Background: an optimization exercise with open tools, aiming at small area, a short achievable clock period and few clock cycles per item. Do not read the settings as production practice.
The RTL was checked by simulation tests, not by an equivalence proof against the original design.

==> flow/design.v <==
package rsa_pkg;
  localparam int PW_DEF  = 16;
  localparam int NW_DEF  = 2 * PW_DEF;
  localparam int DIV_LAT = NW_DEF;
  typedef enum logic [2:0] {
    IDLE,
    CHECK,
    DIV,
    WAIT,
    UPDATE,
    FINAL,
    DONE
  } state_t;
endpackage
import rsa_pkg::*;
module rsa_seq_div
#(
  parameter int W = rsa_pkg::DIV_LAT
) (
  input  logic         clk,
  input  logic         rst,
  input  logic         start,
  input  logic [W-1:0] dividend,
  input  logic [W-1:0] divisor,
  output logic [W-1:0] quot,
  output logic [W-1:0] rem,
  output logic         done
);
  localparam int CW = $clog2(W + 1);
  logic [W-1:0]  rem_q, quo_q, dsr_q;
  logic [CW-1:0] cnt;
  logic          active;
  logic [W-1:0]  src_rem, src_quo, src_dsr, nxt_rem, nxt_quo;
  logic [W:0]    trial;
  logic          qbit;
  always_comb begin
    src_rem = start ? '0       : rem_q;
    src_quo = start ? dividend : quo_q;
    src_dsr = start ? divisor  : dsr_q;
    trial   = {src_rem, src_quo[W-1]};
    if (trial >= {1'b0, src_dsr}) begin
      nxt_rem = W'(trial - {1'b0, src_dsr});
      qbit    = 1'b1;
    end else begin
      nxt_rem = trial[W-1:0];
      qbit    = 1'b0;
    end
    nxt_quo = {src_quo[W-2:0], qbit};
  end
  always_ff @(posedge clk) begin
    if (rst) begin
      active <= 1'b0;
      done   <= 1'b0;
      cnt    <= '0;
    end else begin
      done <= 1'b0;
      if (start) begin
        active <= 1'b1;
        cnt    <= CW'(1);
      end else if (active) begin
        cnt <= cnt + CW'(1);
        if (cnt == CW'(W - 1)) begin
          active <= 1'b0;
          done   <= 1'b1;
        end
      end
    end
  end
  always_ff @(posedge clk) begin
    if (start || active) begin
      rem_q <= nxt_rem;
      quo_q <= nxt_quo;
    end
    if (start) dsr_q <= divisor;
  end
  assign quot = quo_q;
  assign rem  = rem_q;
endmodule
import rsa_pkg::*;
module rsa_key_setup
#(
  parameter int PW = rsa_pkg::PW_DEF
) (
  input  logic            clk,
  input  logic            rst,
  input  logic            start,
  input  logic [PW-1:0]   p,
  input  logic [PW-1:0]   q,
  input  logic [2*PW-1:0] ext_e,
  output logic            busy,
  output logic            done,
  output logic [2*PW-1:0] n,
  output logic [2*PW-1:0] e_o,
  output logic [2*PW-1:0] d,
  output logic            invalid
);
  localparam int NW = 2 * PW;
  localparam int TW = NW + 2;
  function automatic logic [NW-1:0] wrap_mod(input logic signed [TW-1:0] tv,
                                              input logic [NW-1:0] m);
    wrap_mod = tv[TW-1] ? NW'(tv + $signed({2'b00, m})) : NW'(tv);
  endfunction
  rsa_pkg::state_t state;
  logic [PW-1:0]          p_r, q_r;
  logic [NW-1:0]          n_c, phi, r_prev, r_cur, d_c;
  logic signed [TW-1:0]   t_prev, t_cur, prod;
  logic                   inv_c;
  logic [PW-1:0]          pm1, qm1;
  logic [NW-1:0]          n_calc, phi_calc;
  logic                   bad;
  logic                   div_start, div_done;
  logic [NW-1:0]          div_quot, div_rem;
  always_comb begin
    pm1      = p_r - PW'(1);
    qm1      = q_r - PW'(1);
    n_calc   = NW'(p_r) * NW'(q_r);
    phi_calc = NW'(pm1) * NW'(qm1);
    bad      = (p_r < PW'(2)) || (q_r < PW'(2)) || (p_r == q_r) ||
               (e_o < NW'(2)) || (e_o >= phi_calc);
  end
  assign prod      = $signed({2'b00, div_quot}) * t_cur;
  assign div_start = (state == DIV);
  rsa_seq_div #(
    .W (NW)
  ) u_div (
    .clk      (clk),
    .rst      (rst),
    .start    (div_start),
    .dividend (r_prev),
    .divisor  (r_cur),
    .quot     (div_quot),
    .rem      (div_rem),
    .done     (div_done)
  );
  always_ff @(posedge clk) begin
    if (rst) begin
      state   <= IDLE;
      busy    <= 1'b0;
      done    <= 1'b0;
      invalid <= 1'b0;
      n       <= '0;
      e_o     <= '0;
      d       <= '0;
    end else begin
      done <= 1'b0;
      case (state)
        IDLE: begin
          busy <= 1'b0;
          if (start && !busy) begin
            p_r     <= p;
            q_r     <= q;
            e_o     <= ext_e;
            n       <= '0;
            d       <= '0;
            invalid <= 1'b0;
            busy    <= 1'b1;
            state   <= CHECK;
          end
        end
        CHECK: begin
          n_c    <= n_calc;
          phi    <= phi_calc;
          inv_c  <= bad;
          r_prev <= phi_calc;
          r_cur  <= e_o;
          t_prev <= '0;
          t_cur  <= TW'(1);
          state  <= bad ? DONE : DIV;
        end
        DIV: state <= WAIT;
        WAIT: if (div_done) state <= UPDATE;
        UPDATE: begin
          r_prev <= r_cur;
          r_cur  <= div_rem;
          t_prev <= t_cur;
          t_cur  <= t_prev - prod;
          state  <= (div_rem == '0) ? FINAL : DIV;
        end
        FINAL: begin
          d_c <= wrap_mod(t_prev, phi);
          if (r_prev != NW'(1)) begin
            inv_c <= 1'b1;
            state <= DONE;
          end else begin
            state   <= DONE;
          end
        end
        DONE: begin
          done    <= 1'b1;
          n       <= n_c;
          invalid <= inv_c;
          d       <= inv_c ? '0 : d_c;
          state   <= IDLE;
        end
        default: state <= IDLE;
      endcase
    end
  end
endmodule
==> flow/run.sh <==
#!/bin/bash
# synth_recipe.tcl (not shown) runs the flow's synth.tcl, then flattens the netlist and writes it again
# the make line also repeats each setting of config.mk as NAME=value (left out here)
make -C /OpenROAD-flow-scripts/flow DESIGN_CONFIG=/design/flow/config.mk WORK_HOME=/design/flow/orfs CLKGATE_MAP_FILE= SYNTH_SCRIPT=/design/flow/synth_recipe.tcl finish
==> flow/config.mk <==
export PLATFORM = sky130hd
export DESIGN_NAME = rsa_key_setup
export DESIGN_NICKNAME = rsa_key_setup
export VERILOG_FILES = /design/flow/design.v
export SDC_FILE = /design/flow/constraint.sdc
export NUM_CORES = 4
export LEC_CHECK = 0
export CAP_MARGIN = 20
export CORE_MARGIN = 2
export CORE_UTILIZATION = 40
export SLEW_MARGIN = 20
==> flow/constraint.sdc <==
create_clock -name core_clock -period 10.0 [get_ports {clk}]
set_input_delay 2.0000 -clock core_clock [delete_from_list [all_inputs] [get_ports {clk}]]
set_output_delay 2.0000 -clock core_clock [all_outputs]
set_load 0.01 [all_outputs]
==> notes.md <==
Outcome: timing/DRC/antenna clean
Hpwl dp: 129000 um
M1 wire length: 73300 um
Metal3 WL: 10200 um
Port-buffer cells: 165
Buf/Inv on CP: 6
Largest stage delay on the critical path: 0.65 ns
Vias after detailed routing: 41600
Die X: 383 um
Layout cells sized above 1: 5.20%
Top routing layer in use: met5
Wire per inst: 20.6 um
Min Hold Slack: 0.459 ns
Top-count cell post-synth: inv_1
RePlAce Congestion: 0.922
Final period utilization: 93.0%
Async S/R FF share, synth: 0%
DIE HEIGHT: 383 um
TritonCTS Buffers: 58
Net count, final: 7435
I/O Pins: 166
Final WS setup: 0.705 ns
Max-slew violation count: 0
Synth Warn #: 2
Sequential area share after synthesis: 22.0%
Syn_nets: 7352
First-pass DRT Iterations: 6
Dpl cell area: 0.0614 mm^2
Critical path's slowest cell: xor2_1
Post-synth EDFFs: 325
Distinct cells, synth: 96
Relative slew slack: 16.9%
Worst EP arrival: 9.88 ns
Yosys top cell by area: fa_1
Actual slew at the worst max-slew pin: 1.24 ns
Cells after synthesis: 5907
Setup skew after layout: 0.111 ns
FF+latch count, synth: 467
Pre-CTS setup slack: 0.851 ns
Commonest register cell after synthesis: edfxtp_1
Root Buffer: clkbuf_16
Antenna violations before repair: 4
Largest net degree at the start of global routing: 90
Max Fclk: 108 MHz
Cts hold-fix bufs: 0
Syn avg cell area: 9.71 um^2
CP Data Required Time: 10.58 ns
Starting Density: 40.4%
Final min period: 9.30 ns
Post-CTS Setup Bufs: 0
Synth cell count leaders: inv_1, fa_1, nand2_1, and2_1, ha_1
H-tree Lvls: 2
Resized cells post-CTS: 0
Clk Latency, worst-skew pair: 0.71 ns
Worst-path fanout max: 8
Die footprint: 0.147 mm^2
Met2 wire len: 75900 um
Final Hold Viols: 0
Clock sinks: 467
Clock transition at path regs: 0.06 ns
Post-route cell area: 0.0634 mm^2
Mapped cell area: 0.0574 mm^2
Vias in the first global route: 43300
Grt ovf: 0
Setup crit end kind: flop
First-pass GRT wire length: 258000 um
CP most frequent cell: fa_1
Setup Viol. Count Final: 0
WL final: 163000 um
Worst-case clock buffer depth: 3
ANT nets after route: 0
Hold WC Path Type: reg2reg
Setup_tns: 0 ns
Initial DRC count: 2781
Core Area: 0.142 mm^2
# rows: 138
Critical Path Start Type: flop
Yosys top cell area share: 31.1%
CTS tree: yes
Global Route Usage Sum: 22.8%
Max_cap viols: 0
Critical path class: reg2reg
Area contributors post-synth: fa_1, edfxtp_1, ha_1, inv_1, and2_1
CP delay by family, top: adder cells
RSZ-0062 raised after global routing: no
DRC Markers: 0
Via density: 5.24
Area Overhead vs Synth: 10.5%
-- layer usage --
layer	track usage [%]	vias to the layer above
li1	-	18800
met1	32.1	21200
met2	37.0	1264
met3	3.21	205
met4	5.53	2
met5	0	-
-- worst register-to-register path: cells and delay by family, from the launching register on --
kind | cells | cell delay (ns)
flops | 1 | 0.40
compound gates | 9 | 1.86
xor+xnor | 2 | 0.84
fa+ha+maj | 8 | 3.61
simple gates | 10 | 1.98
buf+inv | 6 | 0.51
-- registers in the layout, indices dropped and copies added, names as in the netlist, 3 cells and up --
register and count:
t_cur 34, p_r 16, u_div.rem_q 32, u_div.cnt 6
phi 32, n 32, r_cur 32, r_prev 32
state 3, u_div.quo_q 32, d_c 32, t_prev 34
n_c 32, e_o 32, q_r 16, d 32
u_div.dsr_q 32
-- layout make-up --
cell class | count | area, um^2
diodes | 1 | 2.50
clock buffers | 73 | 1580
clock inverters | 37 | 430
fillers | 13600 | 78500
inverters | 951 | 3570
multi-input cells | 4229 | 40300
flip-flops and latches | 467 | 12600
well taps | 1890 | 2360
repair buffers | 283 | 2550
-- per-stage QoR --
step                      instances  utilization (%)
final                          7931             44.7
after global routing           7930             44.7
after CTS                      7930             44.7
after detailed placement       7820             43.3
after global placement         7819             43.2
after floorplan                5907                -
-- cells by family after synthesis --
logic type	share of synthesized area, %
buffers and inverters	7.94
DFF	22.0
and+or+nand+nor	16.9
xor gates and xnor gates	3.60
muxes	1.18
AOI/OAI and AO/OA	6.72
adders and majority gates	41.7
-- worst paths after layout --
check | start | slack, ns | end | depth (start not counted)
max | q_r[4] | 0.70 | state[2] | 35
min | n_c[19] | 0.46 | n[19] | 1
max reg2reg | q_r[4] | 0.70 | state[2] | 35
min reg2reg | n_c[19] | 0.46 | n[19] | 1
-- cells in the final DEF (no fill, tap or decap), drive strengths merged, types with 10 or more instances in the layout --
cell type	instances
a31oi	13
nand2	856
or3	18
o21ai	104
nand4	27
clkdlybuf4s50	164
fa	891
a21oi	183
nand2b	43
nor3b	12
inv	952
nor2b	27
edfxtp	325
dfxtp	142
o21bai	18
nand3b	10
a21o	56
nor4	43
nor3	49
or2	10
mux2	30
xor2	74
clkbuf	73
a22oi	33
and2	569
and3	11
o31ai	17
nand3	32
a22o	34
xnor2	156
o211ai	14
buf	119
a211oi	16
clkinv	27
o21a	25
mux2i	34
ha	487
nor2	253
Testbench counts, summed over its fixed seeds: cycles 517,250, keys 1,200.

static timing again, ports no longer ideal:
No port has a modelled driver above. Below, the same layout with a new extraction and two added sets of constraints. Step 1 sets driving cells, clkbuf_16 on the clock port and buf_2 on the other inputs (assumed; they add their load-dependent delay and slew). Step 2 moves the port delays by t, midway between the first and last clock arrival at a register: inputs arrive t later, outputs are due t later. That takes back most of the time a late clock gives input paths. a / b / c = ideal / step 1 / step 2; a / b = the first two.
t, ns: 0.725
setup slack, ns: 0.705 / 0.705 / 0.705
hold slack, ns: 0.459 / 0.459 / 0.459
worst register clock-pin slew, ns: 0.07 / 0.07
After both steps this run still meets setup and hold. The setup slack of this run moves by 0.000 ns with the drivers and by 0.000 ns with both steps.
